What follows belongs to an exercise in optimizing a design on an open flow for small area; a production flow would make more cautious choices.
No functional check of the RTL was part of any run shown here.

[flow/run.sh]
#!/bin/bash
# The standard layout (standard.sh), with two changes made through
# ORFS's own variables:
#  - the port buffers are the smallest buffer, sky130_fd_sc_hd__buf_1
#    (every input and output port still gets one);
#  - clock tree synthesis inserts no dummy loads, and uses clkbuf_4/clkbuf_8
#    with clusters of up to 20 sinks within 60 um.
# Each tool's full output stays in ORFS's log folder; standard.sh's own
# output goes to standard.log.
export BUFFER_PORTS_ARGS="-buffer_cell sky130_fd_sc_hd__buf_1"
export CTS_ARGS="-sink_clustering_enable -repair_clock_nets -dont_use_dummy_load -buf_list {sky130_fd_sc_hd__clkbuf_4 sky130_fd_sc_hd__clkbuf_8} -sink_clustering_size 20 -sink_clustering_max_diameter 60"
bash standard.sh > standard.log 2>&1
status=$?
cp standard.sh standard_sh_copy.log 2>/dev/null
exit $status
[standard.sh]
#!/bin/bash
# synth_recipe.tcl (not shown) runs the flow's synth.tcl, then flattens the netlist and writes it again
# the make line also repeats each setting of config.mk as NAME=value (left out here)
make -C /OpenROAD-flow-scripts/flow DESIGN_CONFIG=/design/flow/config.mk WORK_HOME=/design/flow/orfs CLKGATE_MAP_FILE= SYNTH_SCRIPT=/design/flow/synth_recipe.tcl "${@:-finish}"
[config.mk]
export PLATFORM = sky130hd
export DESIGN_NAME = fir_sym_filter
export DESIGN_NICKNAME = fir_sym_filter
export VERILOG_FILES = /design/flow/design.v
export SDC_FILE = /design/flow/constraint.sdc
export NUM_CORES = 4
export LEC_CHECK = 0
export CAP_MARGIN = 20
export CORE_MARGIN = 2
export CORE_UTILIZATION = 40
export CTS_BUF_LIST = sky130_fd_sc_hd__clkbuf_4 sky130_fd_sc_hd__clkbuf_8
export CTS_CLUSTER_DIAMETER = 60
export CTS_CLUSTER_SIZE = 20
export SLEW_MARGIN = 20
export SYNTH_HIERARCHICAL = 1
export SYNTH_MINIMUM_KEEP_SIZE = 0
[constraint.sdc]
create_clock -name core_clock -period 6.5 [get_ports {clk}]
set_input_delay 1.3000 -clock core_clock [delete_from_list [all_inputs] [get_ports {clk}]]
set_output_delay 1.3000 -clock core_clock [all_outputs]
set_load 0.01 [all_outputs]
[design.v]
`timescale 1ns/1ps
`default_nettype none
module fir_fa (
    input  logic a,
    input  logic b,
    input  logic c,
    output logic s,
    output logic co
);
    assign s  = a ^ b ^ c;
    assign co = (a & b) | (a & c) | (b & c);
endmodule
`default_nettype wire
`timescale 1ns/1ps
`default_nettype none
module fir_ha (
    input  logic a,
    input  logic b,
    output logic s,
    output logic co
);
    assign s  = a ^ b;
    assign co = a & b;
endmodule
`default_nettype wire
`timescale 1ns/1ps
`default_nettype none
module fir_tap_chain (
    input  logic signed [15:0] x0, x2, x3, x4, x5, x6, x8,
    output logic [15:0] y_lo,      
    output logic        y_c,       
    output logic [12:0] y_hs       
);
    logic signed [16:0] a, b, c;
    logic [28:0] r0, r1;
    logic a_c1;
    fir_ha u_a_ha0 (.a(x0[0]), .b(x8[0]), .s(a[0]), .co(a_c1));
    logic a_c2;
    fir_fa u_a_fa1 (.a(x0[1]), .b(x8[1]), .c(a_c1), .s(a[1]), .co(a_c2));
    logic a_c3;
    fir_fa u_a_fa2 (.a(x0[2]), .b(x8[2]), .c(a_c2), .s(a[2]), .co(a_c3));
    logic a_c4;
    fir_fa u_a_fa3 (.a(x0[3]), .b(x8[3]), .c(a_c3), .s(a[3]), .co(a_c4));
    logic a_c5;
    fir_ha u_a_ha4 (.a(x0[4]), .b(x8[4]), .s(a[4]), .co(a_c5));
    logic a_c6;
    fir_fa u_a_fa5 (.a(x0[5]), .b(x8[5]), .c(a_c5), .s(a[5]), .co(a_c6));
    logic a_c7;
    fir_fa u_a_fa6 (.a(x0[6]), .b(x8[6]), .c(a_c6), .s(a[6]), .co(a_c7));
    logic a_c8;
    fir_fa u_a_fa7 (.a(x0[7]), .b(x8[7]), .c(a_c7), .s(a[7]), .co(a_c8));
    logic a_c9;
    fir_ha u_a_ha8 (.a(x0[8]), .b(x8[8]), .s(a[8]), .co(a_c9));
    logic a_c10;
    fir_fa u_a_fa9 (.a(x0[9]), .b(x8[9]), .c(a_c9), .s(a[9]), .co(a_c10));
    logic a_c11;
    fir_fa u_a_fa10 (.a(x0[10]), .b(x8[10]), .c(a_c10), .s(a[10]), .co(a_c11));
    logic a_c12;
    fir_fa u_a_fa11 (.a(x0[11]), .b(x8[11]), .c(a_c11), .s(a[11]), .co(a_c12));
    logic a_c13;
    fir_ha u_a_ha12 (.a(x0[12]), .b(x8[12]), .s(a[12]), .co(a_c13));
    logic a_c14;
    fir_fa u_a_fa13 (.a(x0[13]), .b(x8[13]), .c(a_c13), .s(a[13]), .co(a_c14));
    logic a_c15;
    fir_fa u_a_fa14 (.a(x0[14]), .b(x8[14]), .c(a_c14), .s(a[14]), .co(a_c15));
    logic a_c16;
    fir_fa u_a_fa15 (.a(x0[15]), .b(x8[15]), .c(a_c15), .s(a[15]), .co(a_c16));
    assign a[16] = x0[15] ^ x8[15] ^ a_c16;
    logic b_c1;
    fir_ha u_b_ha0 (.a(x2[0]), .b(x6[0]), .s(b[0]), .co(b_c1));
    logic b_c2;
    fir_fa u_b_fa1 (.a(x2[1]), .b(x6[1]), .c(b_c1), .s(b[1]), .co(b_c2));
    logic b_c3;
    fir_fa u_b_fa2 (.a(x2[2]), .b(x6[2]), .c(b_c2), .s(b[2]), .co(b_c3));
    logic b_c4;
    fir_fa u_b_fa3 (.a(x2[3]), .b(x6[3]), .c(b_c3), .s(b[3]), .co(b_c4));
    logic b_c5;
    fir_ha u_b_ha4 (.a(x2[4]), .b(x6[4]), .s(b[4]), .co(b_c5));
    logic b_c6;
    fir_fa u_b_fa5 (.a(x2[5]), .b(x6[5]), .c(b_c5), .s(b[5]), .co(b_c6));
    logic b_c7;
    fir_fa u_b_fa6 (.a(x2[6]), .b(x6[6]), .c(b_c6), .s(b[6]), .co(b_c7));
    logic b_c8;
    fir_fa u_b_fa7 (.a(x2[7]), .b(x6[7]), .c(b_c7), .s(b[7]), .co(b_c8));
    logic b_c9;
    fir_ha u_b_ha8 (.a(x2[8]), .b(x6[8]), .s(b[8]), .co(b_c9));
    logic b_c10;
    fir_fa u_b_fa9 (.a(x2[9]), .b(x6[9]), .c(b_c9), .s(b[9]), .co(b_c10));
    logic b_c11;
    fir_fa u_b_fa10 (.a(x2[10]), .b(x6[10]), .c(b_c10), .s(b[10]), .co(b_c11));
    logic b_c12;
    fir_fa u_b_fa11 (.a(x2[11]), .b(x6[11]), .c(b_c11), .s(b[11]), .co(b_c12));
    logic b_c13;
    fir_ha u_b_ha12 (.a(x2[12]), .b(x6[12]), .s(b[12]), .co(b_c13));
    logic b_c14;
    fir_fa u_b_fa13 (.a(x2[13]), .b(x6[13]), .c(b_c13), .s(b[13]), .co(b_c14));
    logic b_c15;
    fir_fa u_b_fa14 (.a(x2[14]), .b(x6[14]), .c(b_c14), .s(b[14]), .co(b_c15));
    logic b_c16;
    fir_fa u_b_fa15 (.a(x2[15]), .b(x6[15]), .c(b_c15), .s(b[15]), .co(b_c16));
    assign b[16] = x2[15] ^ x6[15] ^ b_c16;
    logic c_c1;
    fir_ha u_c_ha0 (.a(x3[0]), .b(x5[0]), .s(c[0]), .co(c_c1));
    logic c_c2;
    fir_fa u_c_fa1 (.a(x3[1]), .b(x5[1]), .c(c_c1), .s(c[1]), .co(c_c2));
    logic c_c3;
    fir_fa u_c_fa2 (.a(x3[2]), .b(x5[2]), .c(c_c2), .s(c[2]), .co(c_c3));
    logic c_c4;
    fir_fa u_c_fa3 (.a(x3[3]), .b(x5[3]), .c(c_c3), .s(c[3]), .co(c_c4));
    logic c_c5;
    fir_ha u_c_ha4 (.a(x3[4]), .b(x5[4]), .s(c[4]), .co(c_c5));
    logic c_c6;
    fir_fa u_c_fa5 (.a(x3[5]), .b(x5[5]), .c(c_c5), .s(c[5]), .co(c_c6));
    logic c_c7;
    fir_fa u_c_fa6 (.a(x3[6]), .b(x5[6]), .c(c_c6), .s(c[6]), .co(c_c7));
    logic c_c8;
    fir_fa u_c_fa7 (.a(x3[7]), .b(x5[7]), .c(c_c7), .s(c[7]), .co(c_c8));
    logic c_c9;
    fir_ha u_c_ha8 (.a(x3[8]), .b(x5[8]), .s(c[8]), .co(c_c9));
    logic c_c10;
    fir_fa u_c_fa9 (.a(x3[9]), .b(x5[9]), .c(c_c9), .s(c[9]), .co(c_c10));
    logic c_c11;
    fir_fa u_c_fa10 (.a(x3[10]), .b(x5[10]), .c(c_c10), .s(c[10]), .co(c_c11));
    logic c_c12;
    fir_fa u_c_fa11 (.a(x3[11]), .b(x5[11]), .c(c_c11), .s(c[11]), .co(c_c12));
    logic c_c13;
    fir_ha u_c_ha12 (.a(x3[12]), .b(x5[12]), .s(c[12]), .co(c_c13));
    logic c_c14;
    fir_fa u_c_fa13 (.a(x3[13]), .b(x5[13]), .c(c_c13), .s(c[13]), .co(c_c14));
    logic c_c15;
    fir_fa u_c_fa14 (.a(x3[14]), .b(x5[14]), .c(c_c14), .s(c[14]), .co(c_c15));
    logic c_c16;
    fir_fa u_c_fa15 (.a(x3[15]), .b(x5[15]), .c(c_c15), .s(c[15]), .co(c_c16));
    assign c[16] = x3[15] ^ x5[15] ^ c_c16;
    logic hs0, hc0;
    fir_ha u_ha0 (.a(x4[2]), .b(b[4]), .s(hs0), .co(hc0));
    logic fs0, fc0;
    fir_fa u_fa0 (.a(x4[0]), .b(x4[3]), .c(1'b1), .s(fs0), .co(fc0));
    logic fs1, fc1;
    fir_fa u_fa1 (.a(a[4]), .b(a[8]), .c(c[8]), .s(fs1), .co(fc1));
    logic hs1, hc1;
    fir_ha u_ha1 (.a((~b[0])), .b(b[5]), .s(hs1), .co(hc1));
    logic fs2, fc2;
    fir_fa u_fa2 (.a(x4[0]), .b(x4[1]), .c(x4[4]), .s(fs2), .co(fc2));
    logic fs3, fc3;
    fir_fa u_fa3 (.a(1'b1), .b(b[4]), .c(b[8]), .s(fs3), .co(fc3));
    logic fs4, fc4;
    fir_fa u_fa4 (.a(c[0]), .b(a[5]), .c(a[9]), .s(fs4), .co(fc4));
    logic fs5, fc5;
    fir_fa u_fa5 (.a(c[9]), .b(b[6]), .c(b[10]), .s(fs5), .co(fc5));
    logic fs6, fc6;
    fir_fa u_fa6 (.a(x4[1]), .b(x4[2]), .c(x4[5]), .s(fs6), .co(fc6));
    logic fs7, fc7;
    fir_fa u_fa7 (.a(a[8]), .b(c[4]), .c((~c[8])), .s(fs7), .co(fc7));
    logic fs8, fc8;
    fir_fa u_fa8 (.a(b[5]), .b(b[9]), .c(c[1]), .s(fs8), .co(fc8));
    logic fs9, fc9;
    fir_fa u_fa9 (.a(a[6]), .b(a[10]), .c(c[10]), .s(fs9), .co(fc9));
    logic hs2, hc2;
    fir_ha u_ha2 (.a((~b[2])), .b(a_c8), .s(hs2), .co(hc2));
    logic fs10, fc10;
    fir_fa u_fa10 (.a(x4[2]), .b(x4[3]), .c(x4[6]), .s(fs10), .co(fc10));
    logic fs11, fc11;
    fir_fa u_fa11 (.a(1'b1), .b(b[8]), .c(b[12]), .s(fs11), .co(fc11));
    logic fs12, fc12;
    fir_fa u_fa12 (.a(a[9]), .b(c[5]), .c((~c[9])), .s(fs12), .co(fc12));
    logic fs13, fc13;
    fir_fa u_fa13 (.a(b[6]), .b(b[10]), .c(c[2]), .s(fs13), .co(fc13));
    logic fs14, fc14;
    fir_fa u_fa14 (.a(b_c8), .b(b_c12), .c(a[7]), .s(fs14), .co(fc14));
    logic fs15, fc15;
    fir_fa u_fa15 (.a(x4[3]), .b(x4[4]), .c(x4[7]), .s(fs15), .co(fc15));
    logic fs16, fc16;
    fir_fa u_fa16 (.a(a[8]), .b(a[12]), .c(c[12]), .s(fs16), .co(fc16));
    logic fs17, fc17;
    fir_fa u_fa17 (.a((~b[4])), .b(b[9]), .c(b[13]), .s(fs17), .co(fc17));
    logic fs18, fc18;
    fir_fa u_fa18 (.a(a[10]), .b(c[6]), .c((~c[10])), .s(fs18), .co(fc18));
    logic fs19, fc19;
    fir_fa u_fa19 (.a(a_c8), .b(a_c12), .c(c_c12), .s(fs19), .co(fc19));
    logic hs3, hc3;
    fir_ha u_ha3 (.a((~b_c4)), .b(b[7]), .s(hs3), .co(hc3));
    logic fs20, fc20;
    fir_fa u_fa20 (.a(x4[4]), .b(x4[5]), .c(x4[8]), .s(fs20), .co(fc20));
    logic fs21, fc21;
    fir_fa u_fa21 (.a(c[4]), .b(a[9]), .c(a[13]), .s(fs21), .co(fc21));
    logic fs22, fc22;
    fir_fa u_fa22 (.a(c[13]), .b(b[10]), .c(b[14]), .s(fs22), .co(fc22));
    logic fs23, fc23;
    fir_fa u_fa23 (.a(b_c8), .b(b_c12), .c(c_c4), .s(fs23), .co(fc23));
    logic fs24, fc24;
    fir_fa u_fa24 (.a((~b[5])), .b(a[11]), .c(c[7]), .s(fs24), .co(fc24));
    logic fs25, fc25;
    fir_fa u_fa25 (.a(x4[5]), .b(x4[6]), .c(x4[9]), .s(fs25), .co(fc25));
    logic fs26, fc26;
    fir_fa u_fa26 (.a(a[12]), .b(c[8]), .c((~c[12])), .s(fs26), .co(fc26));
    logic fs27, fc27;
    fir_fa u_fa27 (.a(b[9]), .b(b[13]), .c(c[5]), .s(fs27), .co(fc27));
    logic fs28, fc28;
    fir_fa u_fa28 (.a(a[10]), .b(a[14]), .c(c[14]), .s(fs28), .co(fc28));
    logic fs29, fc29;
    fir_fa u_fa29 (.a((~b[6])), .b(a_c12), .c(c_c8), .s(fs29), .co(fc29));
    logic hs4, hc4;
    fir_ha u_ha4 (.a((~c_c12)), .b(b[11]), .s(hs4), .co(hc4));
    logic fs30, fc30;
    fir_fa u_fa30 (.a(x4[6]), .b(x4[7]), .c(x4[10]), .s(fs30), .co(fc30));
    logic fs31, fc31;
    fir_fa u_fa31 (.a(b[12]), .b(a[13]), .c(c[9]), .s(fs31), .co(fc31));
    logic fs32, fc32;
    fir_fa u_fa32 (.a(b[10]), .b(b[14]), .c(c[6]), .s(fs32), .co(fc32));
    logic fs33, fc33;
    fir_fa u_fa33 (.a(b_c12), .b(a[11]), .c(a[15]), .s(fs33), .co(fc33));
    logic hs5, hc5;
    fir_ha u_ha5 (.a((~c[13])), .b((~b[7])), .s(hs5), .co(hc5));
    logic fs34, fc34;
    fir_fa u_fa34 (.a(x4[7]), .b(x4[8]), .c(x4[11]), .s(fs34), .co(fc34));
    logic fs35, fc35;
    fir_fa u_fa35 (.a(a[12]), .b((~b[8])), .c(b[13]), .s(fs35), .co(fc35));
    logic fs36, fc36;
    fir_fa u_fa36 (.a(a[14]), .b(c[10]), .c((~c[14])), .s(fs36), .co(fc36));
    logic fs37, fc37;
    fir_fa u_fa37 (.a(a_c12), .b(b[11]), .c(b[15]), .s(fs37), .co(fc37));
    logic fs38, fc38;
    fir_fa u_fa38 (.a(x4[8]), .b(x4[9]), .c(x4[12]), .s(fs38), .co(fc38));
    logic fs39, fc39;
    fir_fa u_fa39 (.a(1'b1), .b(b[12]), .c(c[8]), .s(fs39), .co(fc39));
    logic fs40, fc40;
    fir_fa u_fa40 (.a(a[13]), .b((~b[9])), .c(b[14]), .s(fs40), .co(fc40));
    logic fs41, fc41;
    fir_fa u_fa41 (.a(x4[9]), .b(x4[10]), .c(x4[13]), .s(fs41), .co(fc41));
    logic hs6, hc6;
    fir_ha u_ha6 (.a(a[0]), .b(a[4]), .s(hs6), .co(hc6));
    logic fs42, fc42;
    fir_fa u_fa42 (.a(x4[0]), .b(b[0]), .c(b[4]), .s(fs42), .co(fc42));
    logic hs7, hc7;
    fir_ha u_ha7 (.a(a[1]), .b(a[5]), .s(hs7), .co(hc7));
    logic fs43, fc43;
    fir_fa u_fa43 (.a((~x4[1])), .b(a[4]), .c(c[0]), .s(fs43), .co(fc43));
    logic fs44, fc44;
    fir_fa u_fa44 (.a((~c[4])), .b(b[1]), .c(b[5]), .s(fs44), .co(fc44));
    logic fs45, fc45;
    fir_fa u_fa45 (.a(a[2]), .b(a[6]), .c(c[6]), .s(fs45), .co(fc45));
    logic fs46, fc46;
    fir_fa u_fa46 (.a(x4[1]), .b(b[8]), .c(hs0), .s(fs46), .co(fc46));
    logic fs47, fc47;
    fir_fa u_fa47 (.a(a[5]), .b(c[1]), .c((~c[5])), .s(fs47), .co(fc47));
    logic fs48, fc48;
    fir_fa u_fa48 (.a(b[2]), .b(b[6]), .c(b_c4), .s(fs48), .co(fc48));
    logic hs8, hc8;
    fir_ha u_ha8 (.a(b_c8), .b(a[3]), .s(hs8), .co(hc8));
    logic fs49, fc49;
    fir_fa u_fa49 (.a(fs0), .b(hc0), .c(b[9]), .s(fs49), .co(fc49));
    logic fs50, fc50;
    fir_fa u_fa50 (.a(fs1), .b(hs1), .c(a[6]), .s(fs50), .co(fc50));
    logic fs51, fc51;
    fir_fa u_fa51 (.a(c[2]), .b(a_c4), .c(a_c8), .s(fs51), .co(fc51));
    logic fs52, fc52;
    fir_fa u_fa52 (.a(c_c8), .b(b[3]), .c(b[7]), .s(fs52), .co(fc52));
    logic fs53, fc53;
    fir_fa u_fa53 (.a(fc0), .b(fs2), .c(fc1), .s(fs53), .co(fc53));
    logic fs54, fc54;
    fir_fa u_fa54 (.a((~b[1])), .b(fs3), .c(hc1), .s(fs54), .co(fc54));
    logic fs55, fc55;
    fir_fa u_fa55 (.a(fs4), .b(b_c4), .c(b_c8), .s(fs55), .co(fc55));
    logic fs56, fc56;
    fir_fa u_fa56 (.a(a[7]), .b(c[3]), .c((~c[7])), .s(fs56), .co(fc56));
    logic fs57, fc57;
    fir_fa u_fa57 (.a(fc2), .b(fs6), .c(fc3), .s(fs57), .co(fc57));
    logic fs58, fc58;
    fir_fa u_fa58 (.a(fs7), .b(fc4), .c(fs8), .s(fs58), .co(fc58));
    logic fs59, fc59;
    fir_fa u_fa59 (.a(c_c4), .b(b[7]), .c(b[11]), .s(fs59), .co(fc59));
    logic fs60, fc60;
    fir_fa u_fa60 (.a(fc5), .b(fs9), .c(hs2), .s(fs60), .co(fc60));
    logic fs61, fc61;
    fir_fa u_fa61 (.a(fc6), .b(fs10), .c(fc7), .s(fs61), .co(fc61));
    logic fs62, fc62;
    fir_fa u_fa62 (.a(fs11), .b(fc8), .c(fs12), .s(fs62), .co(fc62));
    logic fs63, fc63;
    fir_fa u_fa63 (.a(a[11]), .b(c[11]), .c(fc9), .s(fs63), .co(fc63));
    logic fs64, fc64;
    fir_fa u_fa64 (.a((~b[3])), .b(hc2), .c(fs13), .s(fs64), .co(fc64));
    logic fs65, fc65;
    fir_fa u_fa65 (.a(fc10), .b(fs15), .c(fc11), .s(fs65), .co(fc65));
    logic fs66, fc66;
    fir_fa u_fa66 (.a(fs16), .b(fc12), .c(fs17), .s(fs66), .co(fc66));
    logic fs67, fc67;
    fir_fa u_fa67 (.a(b[11]), .b(c[3]), .c(fc13), .s(fs67), .co(fc67));
    logic fs68, fc68;
    fir_fa u_fa68 (.a(fs18), .b(hs3), .c(fs19), .s(fs68), .co(fc68));
    logic fs69, fc69;
    fir_fa u_fa69 (.a(fc15), .b(fs20), .c(fc16), .s(fs69), .co(fc69));
    logic fs70, fc70;
    fir_fa u_fa70 (.a(fs11), .b(fc17), .c(fs21), .s(fs70), .co(fc70));
    logic fs71, fc71;
    fir_fa u_fa71 (.a((~c[11])), .b(fc18), .c(fs22), .s(fs71), .co(fc71));
    logic fs72, fc72;
    fir_fa u_fa72 (.a(hc3), .b(fc19), .c(fs23), .s(fs72), .co(fc72));
    logic fs73, fc73;
    fir_fa u_fa73 (.a(fc20), .b(fs25), .c(fc11), .s(fs73), .co(fc73));
    logic fs74, fc74;
    fir_fa u_fa74 (.a(fs26), .b(fc21), .c(fs27), .s(fs74), .co(fc74));
    logic fs75, fc75;
    fir_fa u_fa75 (.a(b[15]), .b(fc22), .c(fs28), .s(fs75), .co(fc75));
    logic fs76, fc76;
    fir_fa u_fa76 (.a(fc23), .b(hs4), .c(fs29), .s(fs76), .co(fc76));
    logic fs77, fc77;
    fir_fa u_fa77 (.a(fc25), .b(fs30), .c(fc26), .s(fs77), .co(fc77));
    logic fs78, fc78;
    fir_fa u_fa78 (.a(fc27), .b(fs31), .c(c[15]), .s(fs78), .co(fc78));
    logic fs79, fc79;
    fir_fa u_fa79 (.a(fc28), .b(fs32), .c(hc4), .s(fs79), .co(fc79));
    logic fs80, fc80;
    fir_fa u_fa80 (.a(fc29), .b((~b[16])), .c(hs5), .s(fs80), .co(fc80));
    logic fs81, fc81;
    fir_fa u_fa81 (.a(fc30), .b(fs34), .c(fc31), .s(fs81), .co(fc81));
    logic fs82, fc82;
    fir_fa u_fa82 (.a(fs35), .b(c[7]), .c(fc32), .s(fs82), .co(fc82));
    logic fs83, fc83;
    fir_fa u_fa83 (.a(b_c8), .b(a[16]), .c(c[16]), .s(fs83), .co(fc83));
    logic fs84, fc84;
    fir_fa u_fa84 (.a(fs36), .b(hc5), .c(fc33), .s(fs84), .co(fc84));
    logic fs85, fc85;
    fir_fa u_fa85 (.a(fc34), .b(fs38), .c(fs39), .s(fs85), .co(fc85));
    logic fs86, fc86;
    fir_fa u_fa86 (.a(fc35), .b(b_c12), .c(c_c8), .s(fs86), .co(fc86));
    logic fs87, fc87;
    fir_fa u_fa87 (.a(a[15]), .b(c[11]), .c((~c[15])), .s(fs87), .co(fc87));
    logic fs88, fc88;
    fir_fa u_fa88 (.a(fc36), .b(fs40), .c(fc37), .s(fs88), .co(fc88));
    logic fs89, fc89;
    fir_fa u_fa89 (.a(c[12]), .b(fc38), .c(fs41), .s(fs89), .co(fc89));
    logic fs90, fc90;
    fir_fa u_fa90 (.a(fc39), .b(b[13]), .c(c[9]), .s(fs90), .co(fc90));
    logic fs91, fc91;
    fir_fa u_fa91 (.a(a[14]), .b((~b[10])), .c(c_c12), .s(fs91), .co(fc91));
    logic fs92, fc92;
    fir_fa u_fa92 (.a(b[15]), .b(fc40), .c(c[16]), .s(fs92), .co(fc92));
    logic fs93, fc93;
    fir_fa u_fa93 (.a(x4[10]), .b(x4[11]), .c(x4[14]), .s(fs93), .co(fc93));
    logic fs94, fc94;
    fir_fa u_fa94 (.a(1'b1), .b(fc41), .c(c[13]), .s(fs94), .co(fc94));
    logic fs95, fc95;
    fir_fa u_fa95 (.a(b[14]), .b(c[10]), .c(a[15]), .s(fs95), .co(fc95));
    logic fs96, fc96;
    fir_fa u_fa96 (.a(x4[11]), .b(x4[12]), .c(1'b1), .s(fs96), .co(fc96));
    logic fs97, fc97;
    fir_fa u_fa97 (.a(x4[15]), .b(b[12]), .c((~c[14])), .s(fs97), .co(fc97));
    logic fs98, fc98;
    fir_fa u_fa98 (.a(b[0]), .b(b[4]), .c(a[1]), .s(fs98), .co(fc98));
    logic fs99, fc99;
    fir_fa u_fa99 (.a(c[4]), .b(hs6), .c(b[1]), .s(fs99), .co(fc99));
    logic fs100, fc100;
    fir_fa u_fa100 (.a(b[5]), .b(a[2]), .c((~c[2])), .s(fs100), .co(fc100));
    logic fs101, fc101;
    fir_fa u_fa101 (.a(hc6), .b(c[5]), .c(fs42), .s(fs101), .co(fc101));
    logic fs102, fc102;
    fir_fa u_fa102 (.a(hs7), .b(b[2]), .c(b[6]), .s(fs102), .co(fc102));
    logic hs9, hc9;
    fir_ha u_ha9 (.a(b_c4), .b(a[3]), .s(hs9), .co(hc9));
    logic fs103, fc103;
    fir_fa u_fa103 (.a(fc42), .b(fs43), .c(hc7), .s(fs103), .co(fc103));
    logic fs104, fc104;
    fir_fa u_fa104 (.a(fs44), .b(a_c4), .c((~c_c4)), .s(fs104), .co(fc104));
    logic fs105, fc105;
    fir_fa u_fa105 (.a(b[3]), .b(b[7]), .c(fs45), .s(fs105), .co(fc105));
    logic fs106, fc106;
    fir_fa u_fa106 (.a(fc43), .b(fc44), .c(fs46), .s(fs106), .co(fc106));
    logic fs107, fc107;
    fir_fa u_fa107 (.a(fs47), .b(a[7]), .c(c[7]), .s(fs107), .co(fc107));
    logic fs108, fc108;
    fir_fa u_fa108 (.a(fc45), .b(hs8), .c(fs48), .s(fs108), .co(fc108));
    logic fs109, fc109;
    fir_fa u_fa109 (.a(fc46), .b(fc47), .c(fs49), .s(fs109), .co(fc109));
    logic fs110, fc110;
    fir_fa u_fa110 (.a(fs50), .b(hc8), .c(fc48), .s(fs110), .co(fc110));
    logic fs111, fc111;
    fir_fa u_fa111 (.a((~c[6])), .b(fs51), .c(fs52), .s(fs111), .co(fc111));
    logic fs112, fc112;
    fir_fa u_fa112 (.a(fc49), .b(fs53), .c(fs54), .s(fs112), .co(fc112));
    logic fs113, fc113;
    fir_fa u_fa113 (.a(fc50), .b(fs5), .c(fc51), .s(fs113), .co(fc113));
    logic fs114, fc114;
    fir_fa u_fa114 (.a(fs55), .b(fc52), .c(fs56), .s(fs114), .co(fc114));
    logic fs115, fc115;
    fir_fa u_fa115 (.a(fc53), .b(fs57), .c(fc54), .s(fs115), .co(fc115));
    logic fs116, fc116;
    fir_fa u_fa116 (.a((~c_c8)), .b(fc55), .c(fs58), .s(fs116), .co(fc116));
    logic fs117, fc117;
    fir_fa u_fa117 (.a(fc56), .b(fs59), .c(fs60), .s(fs117), .co(fc117));
    logic fs118, fc118;
    fir_fa u_fa118 (.a(fc57), .b(fs61), .c(fc58), .s(fs118), .co(fc118));
    logic fs119, fc119;
    fir_fa u_fa119 (.a(fs62), .b(fc59), .c(fs14), .s(fs119), .co(fc119));
    logic fs120, fc120;
    fir_fa u_fa120 (.a(fs63), .b(fc60), .c(fs64), .s(fs120), .co(fc120));
    logic fs121, fc121;
    fir_fa u_fa121 (.a(fc61), .b(fs65), .c(fc62), .s(fs121), .co(fc121));
    logic fs122, fc122;
    fir_fa u_fa122 (.a(fs66), .b(fc14), .c(fc63), .s(fs122), .co(fc122));
    logic fs123, fc123;
    fir_fa u_fa123 (.a(fs67), .b(fc64), .c(fs68), .s(fs123), .co(fc123));
    logic fs124, fc124;
    fir_fa u_fa124 (.a(fc65), .b(fs69), .c(fc66), .s(fs124), .co(fc124));
    logic fs125, fc125;
    fir_fa u_fa125 (.a(fs70), .b(fc67), .c(fs24), .s(fs125), .co(fc125));
    logic fs126, fc126;
    fir_fa u_fa126 (.a(fs71), .b(fc68), .c(fs72), .s(fs126), .co(fc126));
    logic fs127, fc127;
    fir_fa u_fa127 (.a(fc69), .b(fs73), .c(fc70), .s(fs127), .co(fc127));
    logic fs128, fc128;
    fir_fa u_fa128 (.a(fs74), .b(fc24), .c(fc71), .s(fs128), .co(fc128));
    logic fs129, fc129;
    fir_fa u_fa129 (.a(fs75), .b(fc72), .c(fs76), .s(fs129), .co(fc129));
    logic fs130, fc130;
    fir_fa u_fa130 (.a(fc73), .b(fs77), .c(fc74), .s(fs130), .co(fc130));
    logic fs131, fc131;
    fir_fa u_fa131 (.a(fs33), .b(fs78), .c(fc75), .s(fs131), .co(fc131));
    logic fs132, fc132;
    fir_fa u_fa132 (.a(fs79), .b(fc76), .c(fs80), .s(fs132), .co(fc132));
    logic fs133, fc133;
    fir_fa u_fa133 (.a(fc77), .b(fs81), .c(fc78), .s(fs133), .co(fc133));
    logic fs134, fc134;
    fir_fa u_fa134 (.a(fs37), .b(fs82), .c(fc79), .s(fs134), .co(fc134));
    logic fs135, fc135;
    fir_fa u_fa135 (.a(fc80), .b((~fs83)), .c(fs84), .s(fs135), .co(fc135));
    logic fs136, fc136;
    fir_fa u_fa136 (.a(fs85), .b(fc81), .c(fs86), .s(fs136), .co(fc136));
    logic fs137, fc137;
    fir_fa u_fa137 (.a((~b[16])), .b(fc82), .c(fs87), .s(fs137), .co(fc137));
    logic fs138, fc138;
    fir_fa u_fa138 (.a((~fc83)), .b(fc84), .c(fs88), .s(fs138), .co(fc138));
    logic fs139, fc139;
    fir_fa u_fa139 (.a(fs89), .b(fc85), .c(fs90), .s(fs139), .co(fc139));
    logic fs140, fc140;
    fir_fa u_fa140 (.a(fc86), .b((~a[16])), .c(fs91), .s(fs140), .co(fc140));
    logic fs141, fc141;
    fir_fa u_fa141 (.a(fc87), .b(fc88), .c(fs92), .s(fs141), .co(fc141));
    logic fs142, fc142;
    fir_fa u_fa142 (.a(fs93), .b(fc89), .c(fc90), .s(fs142), .co(fc142));
    logic fs143, fc143;
    fir_fa u_fa143 (.a(fs94), .b((~b[11])), .c(fc91), .s(fs143), .co(fc143));
    logic fs144, fc144;
    fir_fa u_fa144 (.a((~b[16])), .b(fs95), .c(fc92), .s(fs144), .co(fc144));
    logic fs145, fc145;
    fir_fa u_fa145 (.a(fc93), .b(fs96), .c(fc94), .s(fs145), .co(fc145));
    logic fs146, fc146;
    fir_fa u_fa146 (.a((~b_c12)), .b(b[15]), .c(c[11]), .s(fs146), .co(fc146));
    logic fs147, fc147;
    fir_fa u_fa147 (.a(fs97), .b(a[16]), .c((~fc95)), .s(fs147), .co(fc147));
    logic fs148, fc148;
    fir_fa u_fa148 (.a(x4[12]), .b(x4[13]), .c(c[12]), .s(fs148), .co(fc148));
    logic fs149, fc149;
    fir_fa u_fa149 (.a(fc96), .b((~b[13])), .c(c_c12), .s(fs149), .co(fc149));
    logic fs150, fc150;
    fir_fa u_fa150 (.a((~c[15])), .b(fc97), .c(b[16]), .s(fs150), .co(fc150));
    logic fs151, fc151;
    fir_fa u_fa151 (.a(x4[13]), .b(x4[14]), .c(1'b1), .s(fs151), .co(fc151));
    logic hs10, hc10;
    fir_ha u_ha10 (.a(c[13]), .b((~b[14])), .s(hs10), .co(hc10));
    logic hs11, hc11;
    fir_ha u_ha11 (.a(x4[14]), .b((~x4[15])), .s(hs11), .co(hc11));
    logic fs152, fc152;
    fir_fa u_fa152 (.a(a[0]), .b((~c[0])), .c(b[1]), .s(fs152), .co(fc152));
    logic hs12, hc12;
    fir_ha u_ha12 (.a(a[2]), .b(c[2]), .s(hs12), .co(hc12));
    logic fs153, fc153;
    fir_fa u_fa153 (.a((~c[1])), .b(b[2]), .c(fs98), .s(fs153), .co(fc153));
    logic fs154, fc154;
    fir_fa u_fa154 (.a(b_c4), .b(a[3]), .c(c[3]), .s(fs154), .co(fc154));
    logic fs155, fc155;
    fir_fa u_fa155 (.a(fc98), .b(fs99), .c(a_c4), .s(fs155), .co(fc155));
    logic fs156, fc156;
    fir_fa u_fa156 (.a(c_c4), .b(b[3]), .c(fs100), .s(fs156), .co(fc156));
    logic fs157, fc157;
    fir_fa u_fa157 (.a(fc99), .b(fs101), .c((~c[3])), .s(fs157), .co(fc157));
    logic fs158, fc158;
    fir_fa u_fa158 (.a(fc100), .b(fs102), .c(hs9), .s(fs158), .co(fc158));
    logic fs159, fc159;
    fir_fa u_fa159 (.a(fc101), .b(fs103), .c(fc102), .s(fs159), .co(fc159));
    logic fs160, fc160;
    fir_fa u_fa160 (.a(hc9), .b(fs104), .c(fs105), .s(fs160), .co(fc160));
    logic fs161, fc161;
    fir_fa u_fa161 (.a(fc103), .b(fs106), .c(fc104), .s(fs161), .co(fc161));
    logic fs162, fc162;
    fir_fa u_fa162 (.a(fs107), .b(fc105), .c(fs108), .s(fs162), .co(fc162));
    logic fs163, fc163;
    fir_fa u_fa163 (.a(fc106), .b(fs109), .c(fc107), .s(fs163), .co(fc163));
    logic fs164, fc164;
    fir_fa u_fa164 (.a(fs110), .b(fc108), .c(fs111), .s(fs164), .co(fc164));
    logic fs165, fc165;
    fir_fa u_fa165 (.a(fc109), .b(fs112), .c(fc110), .s(fs165), .co(fc165));
    logic fs166, fc166;
    fir_fa u_fa166 (.a(fs113), .b(fc111), .c(fs114), .s(fs166), .co(fc166));
    logic fs167, fc167;
    fir_fa u_fa167 (.a(fs115), .b(fc112), .c(fc113), .s(fs167), .co(fc167));
    logic fs168, fc168;
    fir_fa u_fa168 (.a(fs116), .b(fc114), .c(fs117), .s(fs168), .co(fc168));
    logic fs169, fc169;
    fir_fa u_fa169 (.a(fc115), .b(fs118), .c(fc116), .s(fs169), .co(fc169));
    logic fs170, fc170;
    fir_fa u_fa170 (.a(fs119), .b(fc117), .c(fs120), .s(fs170), .co(fc170));
    logic fs171, fc171;
    fir_fa u_fa171 (.a(fc118), .b(fs121), .c(fs122), .s(fs171), .co(fc171));
    logic fs172, fc172;
    fir_fa u_fa172 (.a(fc119), .b(fc120), .c(fs123), .s(fs172), .co(fc172));
    logic fs173, fc173;
    fir_fa u_fa173 (.a(fc121), .b(fs124), .c(fc122), .s(fs173), .co(fc173));
    logic fs174, fc174;
    fir_fa u_fa174 (.a(fs125), .b(fc123), .c(fs126), .s(fs174), .co(fc174));
    logic fs175, fc175;
    fir_fa u_fa175 (.a(fc124), .b(fs127), .c(fc125), .s(fs175), .co(fc175));
    logic fs176, fc176;
    fir_fa u_fa176 (.a(fs128), .b(fc126), .c(fs129), .s(fs176), .co(fc176));
    logic fs177, fc177;
    fir_fa u_fa177 (.a(fc127), .b(fs130), .c(fc128), .s(fs177), .co(fc177));
    logic fs178, fc178;
    fir_fa u_fa178 (.a(fs131), .b(fc129), .c(fs132), .s(fs178), .co(fc178));
    logic fs179, fc179;
    fir_fa u_fa179 (.a(fc130), .b(fs133), .c(fc131), .s(fs179), .co(fc179));
    logic fs180, fc180;
    fir_fa u_fa180 (.a(fs134), .b(fc132), .c(fs135), .s(fs180), .co(fc180));
    logic fs181, fc181;
    fir_fa u_fa181 (.a(fc133), .b(fs136), .c(fc134), .s(fs181), .co(fc181));
    logic fs182, fc182;
    fir_fa u_fa182 (.a(fs137), .b(fc135), .c(fs138), .s(fs182), .co(fc182));
    logic fs183, fc183;
    fir_fa u_fa183 (.a(fs139), .b(fc136), .c(fs140), .s(fs183), .co(fc183));
    logic fs184, fc184;
    fir_fa u_fa184 (.a(fc137), .b(fc138), .c(fs141), .s(fs184), .co(fc184));
    logic fs185, fc185;
    fir_fa u_fa185 (.a(fs142), .b(fc139), .c(fs143), .s(fs185), .co(fc185));
    logic fs186, fc186;
    fir_fa u_fa186 (.a(fc140), .b(fs144), .c(fc141), .s(fs186), .co(fc186));
    logic fs187, fc187;
    fir_fa u_fa187 (.a(fc142), .b(fs145), .c(fs146), .s(fs187), .co(fc187));
    logic fs188, fc188;
    fir_fa u_fa188 (.a(fc143), .b((~fs147)), .c(fc144), .s(fs188), .co(fc188));
    logic fs189, fc189;
    fir_fa u_fa189 (.a(fs148), .b(fc145), .c(fs149), .s(fs189), .co(fc189));
    logic fs190, fc190;
    fir_fa u_fa190 (.a((~fc146)), .b(fc147), .c(fs150), .s(fs190), .co(fc190));
    logic fs191, fc191;
    fir_fa u_fa191 (.a(fs151), .b(fc148), .c(hs10), .s(fs191), .co(fc191));
    logic fs192, fc192;
    fir_fa u_fa192 (.a((~fc149)), .b(c[16]), .c(fc150), .s(fs192), .co(fc192));
    logic fs193, fc193;
    fir_fa u_fa193 (.a(1'b1), .b(fc151), .c(hs11), .s(fs193), .co(fc193));
    logic fs194, fc194;
    fir_fa u_fa194 (.a(c[14]), .b(hc10), .c((~b[15])), .s(fs194), .co(fc194));
    logic fs195, fc195;
    fir_fa u_fa195 (.a((~x4[15])), .b(hc11), .c(c[15]), .s(fs195), .co(fc195));
    logic fs196, fc196;
    fir_fa u_fa196 (.a((~b[0])), .b(a[1]), .c(c[1]), .s(fs196), .co(fc196));
    logic fs197, fc197;
    fir_fa u_fa197 (.a(b[0]), .b(fs152), .c(hs12), .s(fs197), .co(fc197));
    logic fs198, fc198;
    fir_fa u_fa198 (.a(fc152), .b(hc12), .c(fs153), .s(fs198), .co(fc198));
    logic fs199, fc199;
    fir_fa u_fa199 (.a(fc153), .b(fs155), .c(fc154), .s(fs199), .co(fc199));
    logic fs200, fc200;
    fir_fa u_fa200 (.a(fc155), .b(fs157), .c(fc156), .s(fs200), .co(fc200));
    logic fs201, fc201;
    fir_fa u_fa201 (.a(fc157), .b(fs159), .c(fc158), .s(fs201), .co(fc201));
    logic fs202, fc202;
    fir_fa u_fa202 (.a(fc159), .b(fs161), .c(fc160), .s(fs202), .co(fc202));
    logic fs203, fc203;
    fir_fa u_fa203 (.a(fc161), .b(fs163), .c(fc162), .s(fs203), .co(fc203));
    logic fs204, fc204;
    fir_fa u_fa204 (.a(fc163), .b(fs165), .c(fc164), .s(fs204), .co(fc204));
    logic fs205, fc205;
    fir_fa u_fa205 (.a(fc165), .b(fs167), .c(fc166), .s(fs205), .co(fc205));
    logic fs206, fc206;
    fir_fa u_fa206 (.a(fc167), .b(fs169), .c(fc168), .s(fs206), .co(fc206));
    logic fs207, fc207;
    fir_fa u_fa207 (.a(fc169), .b(fs171), .c(fc170), .s(fs207), .co(fc207));
    logic fs208, fc208;
    fir_fa u_fa208 (.a(fs173), .b(fc171), .c(fc172), .s(fs208), .co(fc208));
    logic fs209, fc209;
    fir_fa u_fa209 (.a(fc173), .b(fs175), .c(fc174), .s(fs209), .co(fc209));
    logic fs210, fc210;
    fir_fa u_fa210 (.a(fc175), .b(fs177), .c(fc176), .s(fs210), .co(fc210));
    logic fs211, fc211;
    fir_fa u_fa211 (.a(fc177), .b(fs179), .c(fc178), .s(fs211), .co(fc211));
    logic fs212, fc212;
    fir_fa u_fa212 (.a(fc179), .b(fs181), .c(fc180), .s(fs212), .co(fc212));
    logic fs213, fc213;
    fir_fa u_fa213 (.a(fc181), .b(fs183), .c(fc182), .s(fs213), .co(fc213));
    logic fs214, fc214;
    fir_fa u_fa214 (.a(fs185), .b(fc183), .c(fs186), .s(fs214), .co(fc214));
    logic fs215, fc215;
    fir_fa u_fa215 (.a(fs187), .b(fc185), .c(fs188), .s(fs215), .co(fc215));
    logic fs216, fc216;
    fir_fa u_fa216 (.a(fs189), .b(fc187), .c((~fs190)), .s(fs216), .co(fc216));
    logic fs217, fc217;
    fir_fa u_fa217 (.a(fs191), .b(fc189), .c((~fs192)), .s(fs217), .co(fc217));
    logic fs218, fc218;
    fir_fa u_fa218 (.a(fs193), .b(fc191), .c(fs194), .s(fs218), .co(fc218));
    logic fs219, fc219;
    fir_fa u_fa219 (.a(fc193), .b(b[16]), .c(fc194), .s(fs219), .co(fc219));
    logic hs13, hc13;
    fir_ha u_ha13 (.a(c[0]), .b((~a[0])), .s(hs13), .co(hc13));
    logic fs220, fc220;
    fir_fa u_fa220 (.a(a[0]), .b(b[2]), .c(fs196), .s(fs220), .co(fc220));
    logic fs221, fc221;
    fir_fa u_fa221 (.a(fc196), .b(b[3]), .c(fs197), .s(fs221), .co(fc221));
    logic fs222, fc222;
    fir_fa u_fa222 (.a(fc197), .b(fs154), .c(fs198), .s(fs222), .co(fc222));
    logic fs223, fc223;
    fir_fa u_fa223 (.a(fc198), .b(fs156), .c(fs199), .s(fs223), .co(fc223));
    logic fs224, fc224;
    fir_fa u_fa224 (.a(fc199), .b(fs158), .c(fs200), .s(fs224), .co(fc224));
    logic fs225, fc225;
    fir_fa u_fa225 (.a(fc200), .b(fs160), .c(fs201), .s(fs225), .co(fc225));
    logic fs226, fc226;
    fir_fa u_fa226 (.a(fc201), .b(fs162), .c(fs202), .s(fs226), .co(fc226));
    logic fs227, fc227;
    fir_fa u_fa227 (.a(fc202), .b(fs164), .c(fs203), .s(fs227), .co(fc227));
    logic fs228, fc228;
    fir_fa u_fa228 (.a(fs166), .b(fc203), .c(fs204), .s(fs228), .co(fc228));
    logic fs229, fc229;
    fir_fa u_fa229 (.a(fs168), .b(fc204), .c(fs205), .s(fs229), .co(fc229));
    logic fs230, fc230;
    fir_fa u_fa230 (.a(fs170), .b(fc205), .c(fs206), .s(fs230), .co(fc230));
    logic fs231, fc231;
    fir_fa u_fa231 (.a(fs172), .b(fc206), .c(fs207), .s(fs231), .co(fc231));
    logic fs232, fc232;
    fir_fa u_fa232 (.a(fs174), .b(fc207), .c(fs208), .s(fs232), .co(fc232));
    logic fs233, fc233;
    fir_fa u_fa233 (.a(fs176), .b(fc208), .c(fs209), .s(fs233), .co(fc233));
    logic fs234, fc234;
    fir_fa u_fa234 (.a(fs178), .b(fc209), .c(fs210), .s(fs234), .co(fc234));
    logic fs235, fc235;
    fir_fa u_fa235 (.a(fs180), .b(fc210), .c(fs211), .s(fs235), .co(fc235));
    logic fs236, fc236;
    fir_fa u_fa236 (.a(fs182), .b(fc211), .c(fs212), .s(fs236), .co(fc236));
    logic fs237, fc237;
    fir_fa u_fa237 (.a(fs184), .b(fc212), .c(fs213), .s(fs237), .co(fc237));
    logic fs238, fc238;
    fir_fa u_fa238 (.a(fc184), .b(fc213), .c(fs214), .s(fs238), .co(fc238));
    logic fs239, fc239;
    fir_fa u_fa239 (.a(fc186), .b(fs215), .c(fc214), .s(fs239), .co(fc239));
    logic fs240, fc240;
    fir_fa u_fa240 (.a(fc188), .b(fs216), .c(fc215), .s(fs240), .co(fc240));
    logic fs241, fc241;
    fir_fa u_fa241 (.a((~fc190)), .b(fs217), .c(fc216), .s(fs241), .co(fc241));
    logic fs242, fc242;
    fir_fa u_fa242 (.a(fs218), .b((~fc192)), .c(fc217), .s(fs242), .co(fc242));
    logic fs243, fc243;
    fir_fa u_fa243 (.a(fs195), .b(fs219), .c(fc218), .s(fs243), .co(fc243));
    logic fs244, fc244;
    fir_fa u_fa244 (.a(fc195), .b(c[16]), .c(fc219), .s(fs244), .co(fc244));
    assign r0 = {1'b1, ~c[16], fs244, fs243, fs242, fs241, fs240, fs239, fs238, fs237, fs236, fs235, fs234, fs233, fs232, fs231, fs230, fs229, fs228, fs227, fs226, fs225, fs224, fs223, fs222, fs221, fs220, b[1], b[0]};
    assign r1 = {1'b0, fc244, fc243, fc242, fc241, fc240, fc239, fc238, fc237, fc236, fc235, fc234, fc233, fc232, fc231, fc230, fc229, fc228, fc227, fc226, fc225, fc224, fc223, fc222, fc221, fc220, hc13, hs13, 1'b0};
    assign {y_c, y_lo} = 17'(r0[15:0]) + 17'(r1[15:0]);
    assign y_hs[12:0] = r0[28:16] + r1[28:16];
endmodule
`default_nettype wire
`timescale 1ns/1ps
`default_nettype none
module fir_fold_line #(
    parameter int              LINE_LEN = 16,
    parameter logic [15:0]     INV_MASK = 16'hE3FF
) (
    input  logic                       clk,
    input  logic                       step,
    input  logic                       warm8,
    input  logic signed [15:0]         head,
    output logic [LINE_LEN*16-1:0]     line
);
    logic [15:0] line_q [LINE_LEN];
    always_ff @(posedge clk) begin
        if (step) begin
            line_q[0] <= INV_MASK[0] ? ~head : head;
            for (int i = 1; i < LINE_LEN; i++) begin
                if (i == 8 && !warm8)
                    line_q[i] <= INV_MASK[i] ? 16'hFFFF : 16'h0000;
                else if (INV_MASK[i] != INV_MASK[i-1])
                    line_q[i] <= ~line_q[i-1];
                else
                    line_q[i] <= line_q[i-1];
            end
        end
    end
    for (genvar i = 0; i < LINE_LEN; i++) begin : g_out
        assign line[i*16 +: 16] = line_q[i];
    end
endmodule
`default_nettype wire
`timescale 1ns/1ps
`default_nettype none
module fir_flush_ctrl (
    input  logic clk,
    input  logic rst,
    input  logic in_valid,
    input  logic in_last,
    output logic step,
    output logic flushing,
    output logic warm8,        
    output logic out_valid,
    output logic out_last
);
    logic [3:0] flush_cnt;     
    logic [3:0] warm_cnt;      
    logic       flush_end_q;   
    assign step  = in_valid | flushing;
    assign warm8 = warm_cnt[3];
    always_ff @(posedge clk) begin
        if (rst) begin
            flushing  <= 1'b0;
            flush_cnt <= '0;
        end else if (flushing) begin
            flush_cnt <= flush_cnt + 1'b1;
            if (&flush_cnt) flushing <= 1'b0;
        end else if (in_valid && in_last) begin
            flushing <= 1'b1;
        end
    end
    always_ff @(posedge clk) begin
        if (rst) begin
            warm_cnt <= '0;
        end else if (step && !(warm_cnt[3] && warm_cnt[0])) begin
            warm_cnt <= warm_cnt + 1'b1;
        end
    end
    assign out_valid = step & warm_cnt[3] & warm_cnt[0];
    always_ff @(posedge clk) begin
        if (rst) begin
            flush_end_q <= 1'b0;
            out_last    <= 1'b0;
        end else begin
            flush_end_q <= flushing & (&flush_cnt);
            out_last    <= flush_end_q;
        end
    end
endmodule
`default_nettype wire
`timescale 1ns/1ps
`default_nettype none
module fir_sym_filter (
    input  logic               clk,
    input  logic               rst,
    input  logic               in_valid,
    input  logic               in_last,
    input  logic signed [15:0] in_sample,
    output logic               out_valid,
    output logic               out_last,
    output logic signed [31:0] out_sample
);
    logic               step;
    logic               flushing;
    logic               warm8;
    logic signed [15:0] head;
    logic [255:0]       line;
    logic [15:0]        y_lo, y_lo_q;       
    logic               y_c, y_c_q;         
    logic [12:0]        y_hs, y_hs_q;       
    logic [28:0]        y_sum;
    fir_flush_ctrl u_ctrl (
        .clk       (clk),
        .rst       (rst),
        .in_valid  (in_valid),
        .in_last   (in_last),
        .step      (step),
        .flushing  (flushing),
        .warm8     (warm8),
        .out_valid (out_valid),
        .out_last  (out_last)
    );
    assign head = (in_valid && !flushing) ? in_sample : '0;
    fir_fold_line #(.LINE_LEN(16)) u_line (
        .clk   (clk),
        .step  (step),
        .warm8 (warm8),
        .head  (head),
        .line  (line)
    );
    fir_tap_chain u_sum (
        .x0 (line[7*16  +: 16]),
        .x2 (line[9*16  +: 16]),
        .x3 (line[10*16 +: 16]),
        .x4 (line[11*16 +: 16]),
        .x5 (line[12*16 +: 16]),
        .x6 (line[13*16 +: 16]),
        .x8 (line[15*16 +: 16]),
        .y_lo (y_lo),
        .y_c  (y_c),
        .y_hs (y_hs)
    );
    always_ff @(posedge clk) begin
        if (step) begin
            y_lo_q <= y_lo;
            y_c_q  <= y_c;
            y_hs_q <= y_hs;
        end
    end
    assign y_sum      = {y_hs_q + 13'(y_c_q), y_lo_q};
    assign out_sample = {{3{y_sum[28]}}, y_sum};
endmodule
`default_nettype wire
==> summary.txt, run 1 <==
STA
For the pin with the worst max-slew slack, the measured transition is roughly 1000 ps. The final critical-path share of the clock period is around 99%. The post-layout worst setup margin is between 70 and 80 ps.

The number of hold violations in the final report is 0. The shortest clock period the worst path allows after layout is 6427 ps. The total count of max-transition violations in the final report is 0. Setup repair after global routing could not meet its margin everywhere. The number of setup violations in the final report is 0. The setup clock skew after layout is 95.95 ps. The hold slack is around 350 ps. The peak clock frequency supported by timing is 155.6 MHz. In this run the tightest slew margin relative to its limit is around a third.

Route
The starting DRC count in detailed routing is about 590. The detailed-route wire length is 31,390 um. The total via count after detailed routing is around 8,000. The first TritonRoute pass finished after 4 iterations.

The routed wirelength normalized by instance count is 18.85 um. The post-detailed-route via-to-cell ratio is approximately 4.8. The antenna violation net count after detailed routing is 0. In the routed design, unresolved DRC markers number 0.

Critical path
The library cell appearing most often on the critical path is fa_1. The worst setup path is launched from a flop. The launch point of the critical path is u_line.line_q[10][4]. The slowest stage of the critical path is the fa_1 cell. The highest net fanout along the worst path is 2. Walking the worst path, the cells encountered are ha_1 -> fa_1 -> fa_1 -> fa_1 -> fa_1 -> fa_1 -> fa_1 -> fa_2 -> fa_1 -> fa_1 -> ha_2 -> fa_2 -> a21oi_4 -> o21ai_2 -> a2111oi_4 -> nor2_2 -> a221o_1 -> a21oi_2. In this run the critical register-to-register path is launched from u_line.line_q[10][4]. The setup path with the least slack is of type flop to flop. The largest single stage delay on the critical path is roughly 520 ps. The reg2reg setup slack is around 73 ps. The critical path buffer and inverter count is 0. Broken down by cell family, the worst path's largest delay share belongs to adder cells.

The category of the worst setup path capture point is a flop. The data arrival time at the worst-slack endpoint is about 7000 ps. At the worst endpoint, the required time is around 6900 ps.

Synth
The number of enable flip-flop cells after synthesis is 286. The synthesis-stage register bit count is 297. The share of flip-flops with an asynchronous set or reset after synthesis is 0%. The number of distinct library cells after synthesis is between 50 and 60.

The proportion of synthesized chip area in sequential cells is 51.41%. The proportion of netlist area held by the largest area contributor is between 50% and 60%. The average instance area after synthesis is 17.61 sq um. edfxtp_1 takes more of the synthesized area than any other cell. The cell count after synthesis is 973. Yosys attributes the largest share of cell area to edfxtp_1 (50%), fa_1 (33%), ha_1 (4.2%). After synthesis the cells add up to approximately 17,000 sq um.

The count of warnings emitted by yosys is 10. For this run, the leading register cell type out of synthesis is edfxtp_1.

Status
The flow ran to the end and the layout has no timing, DRC or antenna violations.

CTS
TritonCTS built the clock tree. The number of buffers on the longest clock path is 3. The number of hold buffers added after cts is 0. For the worst-skew pair, the clock arrives at the later sink with an insertion delay of 660 ps. The number of buffers added by the clock tree synthesis step is 31. The tree built by TritonCTS fans out to 297 sinks.

The H-tree depth is 1. Clock-pin slew was measured on the worst setup and hold paths at approximately 120 ps. The cell sitting at the root of the clock tree is a clkbuf_8.

Final layout
Counting the fill cells in the layout gives 3,663. The area taken by flip-flops and latches is 8808 sq um. The net count of the finished layout is roughly 1,500. The area of the multi-input gates is ~8000 sq um. The number of diodes is 0.

Summing all non-filler instances in the final layout gives an area of approximately 19,000 sq um. The area growth from synthesis to layout is 11.60%. The post-route netlist has between 10 and 15% of its cells at a drive strength greater than 1.

Floorplanning
The height of the die is 211.0 um. The die width is about 210 um. The die covers around 45,000 sq um. The starting density of the core is 40.67%. In this run the standard cell core region covers around 42,000 sq um. In this run the count of I/O pins placed on the die edge is 54.

After floorplanning, the core was divided into 75 placement rows.

Global route
The met2 capacity usage during global routing is between 20% and 30%. The number of antenna violations at the first check in global routing is 0. The sum of overflow across all layers after global routing is 0.

The layer carrying the most global-route usage is met2. Across every metal layer, demand over resource in global routing totals between 10% and 20%. The met3 usage in global routing is under 10%. The via count of the first global-routing pass is about 9,000. Entering global routing, the biggest net connects between 100 and 150 pins. Global routing consumed, on the met1 layer, about a fifth of the routing resources. The first global-routing pass estimated between 40,000 and 50,000 um of wire.

Placement
In this run the tool buffered the top-level ports with 53 buffer cells. At the end of routability-driven placement, the weighted congestion stood at around 0.9. The cell area after placement is around 18,000 sq um. The estimated wirelength of the detail-placed design is ~25,000 um.

At the placement stage, the worst setup path has a slack of -385.0 ps.

Min path
The path class of the tightest hold or removal check is flop to flop. The startpoint of the worst hold path is u_line.line_q[8][15].

Flow run
The number of maximum-capacitance constraint violations is 0.
==> registers in the layout, indices dropped and copies added, names as in the netlist <==
signal              count
u_ctrl.flush_cnt        4
u_ctrl.flush_end_q      1
u_ctrl.flushing         1
u_ctrl.out_last         1
u_ctrl.warm_cnt         4
u_line.line_q         256
y_c_q                   1
y_hs_q                 13
y_lo_q                 16
==> logic make-up after synthesis <==
logic type | count (synthesis) | share of synthesized area, %
fa+ha+maj | 340 | 37.23
simple gates | 108 | 3.607
buf+inv | 123 | 2.921
mux | 2 | 0.1168
other cells | 1 | 0.02189
xor+xnor | 40 | 2.045
compound gates | 62 | 2.651
flops | 297 | 51.41
==> Yosys stat by module (local to each module, per instance), a selection <==
module	flops+latches	cells
fir_sym_filter	30	82
fir_ha	0	1
fir_fa	0	1
fir_tap_chain	0	217
fir_flush_ctrl	11	46
==> area by class of cell <==
type / instances / area share (%)
clock buffer: 31 / 2.231
sequential: 297 / 46.07
tap: 539 / 3.527
multi-input combinational: 560 / 42.02
timing repair buffer: 125 / 3.933
inverter: 113 / 2.218
==> final timing paths <==
path,to,depth (start not counted)
worst max-delay path,y_hs_q[12],18
worst min-delay path,u_line.line_q[9][15],0
worst max register to register,y_hs_q[12],18
worst min register to register,u_line.line_q[9][15],0
==> cell usage in the layout, fill, tap and decap left out, types with 13 or more instances in the layout <==
master    instances
edfxtp_1        286
fa_1            257
inv_1           113
buf_4            71
buf_1            53
ha_1             51
clkbuf_8         31
fa_2             26
xnor2_1          24
nor2_1           20
and2_1           16
a21oi_1          16
nand2_1          15
xor2_1           14
nand2b_1         13
==> synthesized netlist by cell type, types with 2 or more instances <==
cell type and n:
a41oi_1 2, nor2b_1 9, nor2_1 21, ha_1 57, buf_4 4, xor2_1 14, o2111ai_1 2, nand2b_1 13
and3_1 2, or2b_1 5, nand3_1 8, fa_1 283, nand4_1 4, o21a_1 3, dfxtp_1 11, clkbuf_1 2
nand2_1 15, a2111oi_2 2, a211oi_1 5, inv_1 113, a21o_1 8, a21oi_1 20, buf_6 3, and2_1 16
xnor2_1 26, nor3_1 6, o21ai_0 6, edfxtp_1 286, mux2i_1 2
==> worst reg2reg max path, cell delays in order (launching register included) <==
cell       delay [ps]
edfxtp_1          380
ha_1              230
fa_1              380
fa_1              390
fa_1              430
fa_1              520
fa_1              420
fa_1              470
fa_2              380
fa_1              510
fa_1              420
ha_2              200
fa_2              360
a21oi_4           150
o21ai_2           110
a2111oi_4         410
nor2_2             80
a221o_1           320
a21oi_2           130
==> metal layers <==
layer  routed length, um  up-vias
met4                 926        0
met3                1068       54
met1               13680     4200
met2               15720      133
met5                   0        -
li1                    -     3592
==> per-stage QoR <==
stage	TNS [ps]	cells	util, %
final	0	1665	45.38
after global routing	-305.8	1665	45.38
after CTS	0	1663	45.08
after detailed placement	-951.7	1630	43.88
after global placement	-765.0	1630	43.88
after floorplan	0	980	-
==> what timing repair did <==
item	in CTS	in global routing
pin swaps	9	12
gates resized for setup	20	24
buffers inserted	2	2
endpoints found under the setup margin	4	6
==> inputs of run 2 (changes only) <==
--- a/design.v
+++ b/design.v
@@ -29,7 +29,8 @@
     input  logic signed [15:0] x0, x2, x3, x4, x5, x6, x8,
     output logic [15:0] y_lo,      
     output logic        y_c,       
-    output logic [12:0] y_hs       
+    output logic [12:0] y_hs,      
+    output logic [1:0] y_hc       
 );
     logic signed [16:0] a, b, c;
     logic [28:0] r0, r1;
@@ -653,7 +654,9 @@
     assign r0 = {1'b1, ~c[16], fs244, fs243, fs242, fs241, fs240, fs239, fs238, fs237, fs236, fs235, fs234, fs233, fs232, fs231, fs230, fs229, fs228, fs227, fs226, fs225, fs224, fs223, fs222, fs221, fs220, b[1], b[0]};
     assign r1 = {1'b0, fc244, fc243, fc242, fc241, fc240, fc239, fc238, fc237, fc236, fc235, fc234, fc233, fc232, fc231, fc230, fc229, fc228, fc227, fc226, fc225, fc224, fc223, fc222, fc221, fc220, hc13, hs13, 1'b0};
     assign {y_c, y_lo} = 17'(r0[15:0]) + 17'(r1[15:0]);
-    assign y_hs[12:0] = r0[28:16] + r1[28:16];
+    assign {y_hc[0], y_hs[3:0]} = 5'(r0[19:16]) + 5'(r1[19:16]);
+    assign {y_hc[1], y_hs[7:4]} = 5'(r0[23:20]) + 5'(r1[23:20]);
+    assign y_hs[12:8] = r0[28:24] + r1[28:24];
 endmodule
 `default_nettype wire
 `timescale 1ns/1ps
@@ -755,6 +758,7 @@
     logic [15:0]        y_lo, y_lo_q;       
     logic               y_c, y_c_q;         
     logic [12:0]        y_hs, y_hs_q;       
+    logic [1:0]         y_hc, y_hc_q;       
     logic [28:0]        y_sum;
     fir_flush_ctrl u_ctrl (
         .clk       (clk),
@@ -785,16 +789,18 @@
         .x8 (line[15*16 +: 16]),
         .y_lo (y_lo),
         .y_c  (y_c),
-        .y_hs (y_hs)
+        .y_hs (y_hs),
+        .y_hc (y_hc)
     );
     always_ff @(posedge clk) begin
         if (step) begin
             y_lo_q <= y_lo;
             y_c_q  <= y_c;
             y_hs_q <= y_hs;
+            y_hc_q <= y_hc;
         end
     end
-    assign y_sum      = {y_hs_q + 13'(y_c_q), y_lo_q};
+    assign y_sum      = {y_hs_q + 13'(y_c_q) + {4'd0, y_hc_q[1], 3'd0, y_hc_q[0], 4'd0}, y_lo_q};
     assign out_sample = {{3{y_sum[28]}}, y_sum};
 endmodule
 `default_nettype wire
--- a/config.mk
+++ b/config.mk
@@ -7,10 +7,11 @@
 export LEC_CHECK = 0
 export CAP_MARGIN = 20
 export CORE_MARGIN = 2
-export CORE_UTILIZATION = 40
+export CORE_UTILIZATION = 60
 export CTS_BUF_LIST = sky130_fd_sc_hd__clkbuf_4 sky130_fd_sc_hd__clkbuf_8
 export CTS_CLUSTER_DIAMETER = 60
 export CTS_CLUSTER_SIZE = 20
+export PLACE_DENSITY = 0.75
 export SLEW_MARGIN = 20
 export SYNTH_HIERARCHICAL = 1
 export SYNTH_MINIMUM_KEEP_SIZE = 0
==> run 2 against run 1 <==
First-iteration DRC count fell by 1.7%; setup slack improved by 180 ps; utilization rose by 19 points; synthesized cell count fell by 0.10%; hold slack improved by 30 ps; via count fell by 2.3%; flip-flop and latch count rose by 2; register-to-register slack improved by 180 ps; critical endpoint is now y_lo_q[14].
==> summary.txt, run 2 <==
Critical path
The worst register-to-register path ends at y_lo_q[14]. The slowest stage of the critical path belongs to the cell fa_1. The critical path required time is a little under 7000 ps. The data arrival time at the worst-slack endpoint is 6510 ps. The reg2reg setup slack is ~250 ps. The worst setup path is captured at a flop. The length in cells of the worst reg-to-reg path is 15. The launch instance of the worst register-to-register path is u_line.line_q[7][4]. The critical path buffer and inverter count is 0.

The critical setup path kind is flop to flop. The cell family with the largest share of critical-path delay is adder cells. The type of element launching the critical path is a flop. The highest net fanout along the worst path is 11.

Global route
Global routing used about 20% of the available tracks across all layers. For this run the aggregate overflow at the end of global routing stands at 0. The number of antenna violations at the first check in global routing is 0.

The via count of the first global-routing pass is ~8,500.

Floorplanning
Row generation in the floorplan step produced 62 rows. The number of top-level pins is 54. The die width is roughly 170 um.

Synth
The most used flip-flop cell after synthesis is edfxtp_1. In this run, synthesis produced a sequential element count of approximately 300. For this run, asynchronously set or reset flops after synthesis account for 0%. The synthesized design contains approximately 290 enable-type register cells. For this run, the number of Yosys warnings is 10. The average instance area after synthesis is around 18 sq um. Sorting the synthesized cells by area gives the leading types as edfxtp_1 (50%), fa_1 (33%), ha_1 (4.3%). The netlist uses 56 different library cells.

The cell count after synthesis is a little under 1,000. The top cell type by area accounts for between 50% and 60% of the synthesized area.

Route
The starting DRC count in detailed routing is 579. Using the TritonRoute via totals, the vias-per-cell ratio works out to roughly 5.4. The total via count after detailed routing is 7,798. The routed wirelength normalized by instance count is roughly 19 um. The first-pass detailed-route iteration total is 5.

STA
Setup repair after global routing left no endpoint under its margin. The headroom to the max-slew limit is between 30 and 40%. The post-route setup TNS is 0 ps.

The peak clock frequency supported by timing is between 150 and 200 MHz. The shortest clock period the worst path allows after layout is ~6200 ps. The pin slew with the least headroom to its limit is approximately 960 ps.

The final critical-path share of the clock period is 96.10%. Between clock sinks in the finished design, the worst skew comes to 75.70 ps. The number of hold violations in the final report is 0.

Min path
The startpoint of the worst hold path is u_line.line_q[0][2]. The tightest min-delay check is of the flop to flop type. The hold-critical path endpoint is u_line.line_q[1][2].

Placement
The count of port buffers added during placement is 53. Summing all placed instances gives a cell area of between 15,000 and 20,000 sq um. At the end of routability-driven placement, the weighted congestion stood at a little under 0.9.

Final layout
The post-route standard cell area excluding fillers is around 18,000 sq um. At the end of the flow the core is filled with cells to ~64%. The filler cells instantiated in the layout total between 2,000 and 2,500. The count of nets after finishing is roughly 1,400.

The register with the most flip-flops in the layout has 256 of them. Ranked by flip-flop count, first place goes to u_line.line_q.

CTS
Clock tree synthesis selected as its root buffer the cell clkbuf_8. No sink is reached through more buffers than the 3 on the longest clock path. The H-tree depth is 1. The insertion delay to the later sink of the worst-skew pair is just under 600 ps. The CTS tree is built. The clock net in this run drives a total of around 300 sinks.

Status
The run finished with no timing, DRC or antenna violations.

Flow run
The number of maximum-capacitance constraint violations is 0.
[run 2: kinds of logic after synthesis]
logic type / Yosys count / synth area share [%]
AOI/OAI and AO/OA: 65 / 2.675
xor gates and xnor gates: 34 / 1.730
adders and majority gates: 344 / 37.43
buffers and inverters: 120 / 2.849
DFF: 299 / 51.52
muxes: 3 / 0.1745
other: 1 / 0.02178
and+or+nand+nor: 106 / 3.598
[run 2: per-layer routing]
layer  track usage, %  up-vias  routed length (um)
met1            28.19     4103               12170
li1                 -     3451                   -
met3            2.763       50                1251
met2            31.97      194               13330
met5                0        -                   0
met4            5.261        0                 768
[run 2: how the worst max path moves through the flow]
stage                                startpoint    endpoint  cells past startpoint
after floorplan             u_line.line_q[9][4]   y_hc_q[0]                     14
after global placement    u_line.line_q[10][12]   y_hc_q[1]                     15
after detailed placement  u_line.line_q[12][12]   y_hc_q[1]                     15
after CTS                 u_line.line_q[12][12]   y_hc_q[1]                     15
after global routing        u_line.line_q[7][4]  y_lo_q[14]                     15
final                       u_line.line_q[7][4]  y_lo_q[14]                     15
[run 2: area by class of cell]
type | instances | area [sq um] | share of cell area, %
flip-flops and latches | 299 | 8869 | 48.66
multi-input cells | 560 | 7891 | 43.30
well taps | 384 | 480.5 | 2.636
inverters | 104 | 390.4 | 2.142
clock buffers | 24 | 330.3 | 1.812
repair buffers | 60 | 264.0 | 1.449
[run 2: metrics by stage]
step / hold WS [ps] / setup slack [ps] / cells
detailed placement: 404.5 / 303.5 / 1407
CTS: 375.7 / 208.3 / 1431
global placement: 400.6 / 411.3 / 1407
floorplan: 400.3 / 728.6 / 979
finish: 378.6 / 253.5 / 1431
global route: 369.7 / 45.49 / 1431
[run 2: worst register-to-register path: stages (launching register included)]
cell	delay (ps)
edfxtp_1	450
ha_1	240
fa_1	380
fa_1	400
fa_1	510
ha_1	350
fa_1	520
fa_1	440
fa_1	390
fa_1	510
fa_1	420
ha_1	430
a21oi_1	220
nand2_1	100
o41ai_1	480
xnor2_1	110
[run 2: modules after synthesis (local to each module, per instance), a selection]
module / times used / area, sq um / cells inside / flops+latches
fir_ha: 26 / 12.51 / 1 / 0
fir_tap_chain: 1 / 1323 / 190 / 0
fir_fa: 281 / 20.02 / 1 / 0
fir_sym_filter: 1 / 1503 / 108 / 32
fir_flush_ctrl: 1 / 459.2 / 46 / 11
[run 2: repair_timing]
item                                    in CTS  in global routing
endpoints found under the setup margin       0                  1
gates resized for setup                      0                  1
hold buffers                                 0                  0

-- re-timing with driven ports --
How much do the figures lean on ideal ports? The routed layouts below were timed once more, with nothing changed but the port constraints.
Step 1, drivers: a clkbuf_16 drives clk and a buf_2 each remaining input, both assumed.
Step 2, shift: input delay + t, output delay - t, t = (earliest + latest rising clock arrival at the registers) / 2. This alone moves slack from input paths to output paths.
a / b / c = no drivers / after step 1 / after step 2; a / b = the first two.
run	t, ns	setup WS [ns]	pins driven straight from the clock port
run 1	0.660	0.073 / 0.073 / 0.073	1
run 2	0.594	0.254 / 0.254 / 0.254	1
After both steps setup and hold are still met in every run listed.
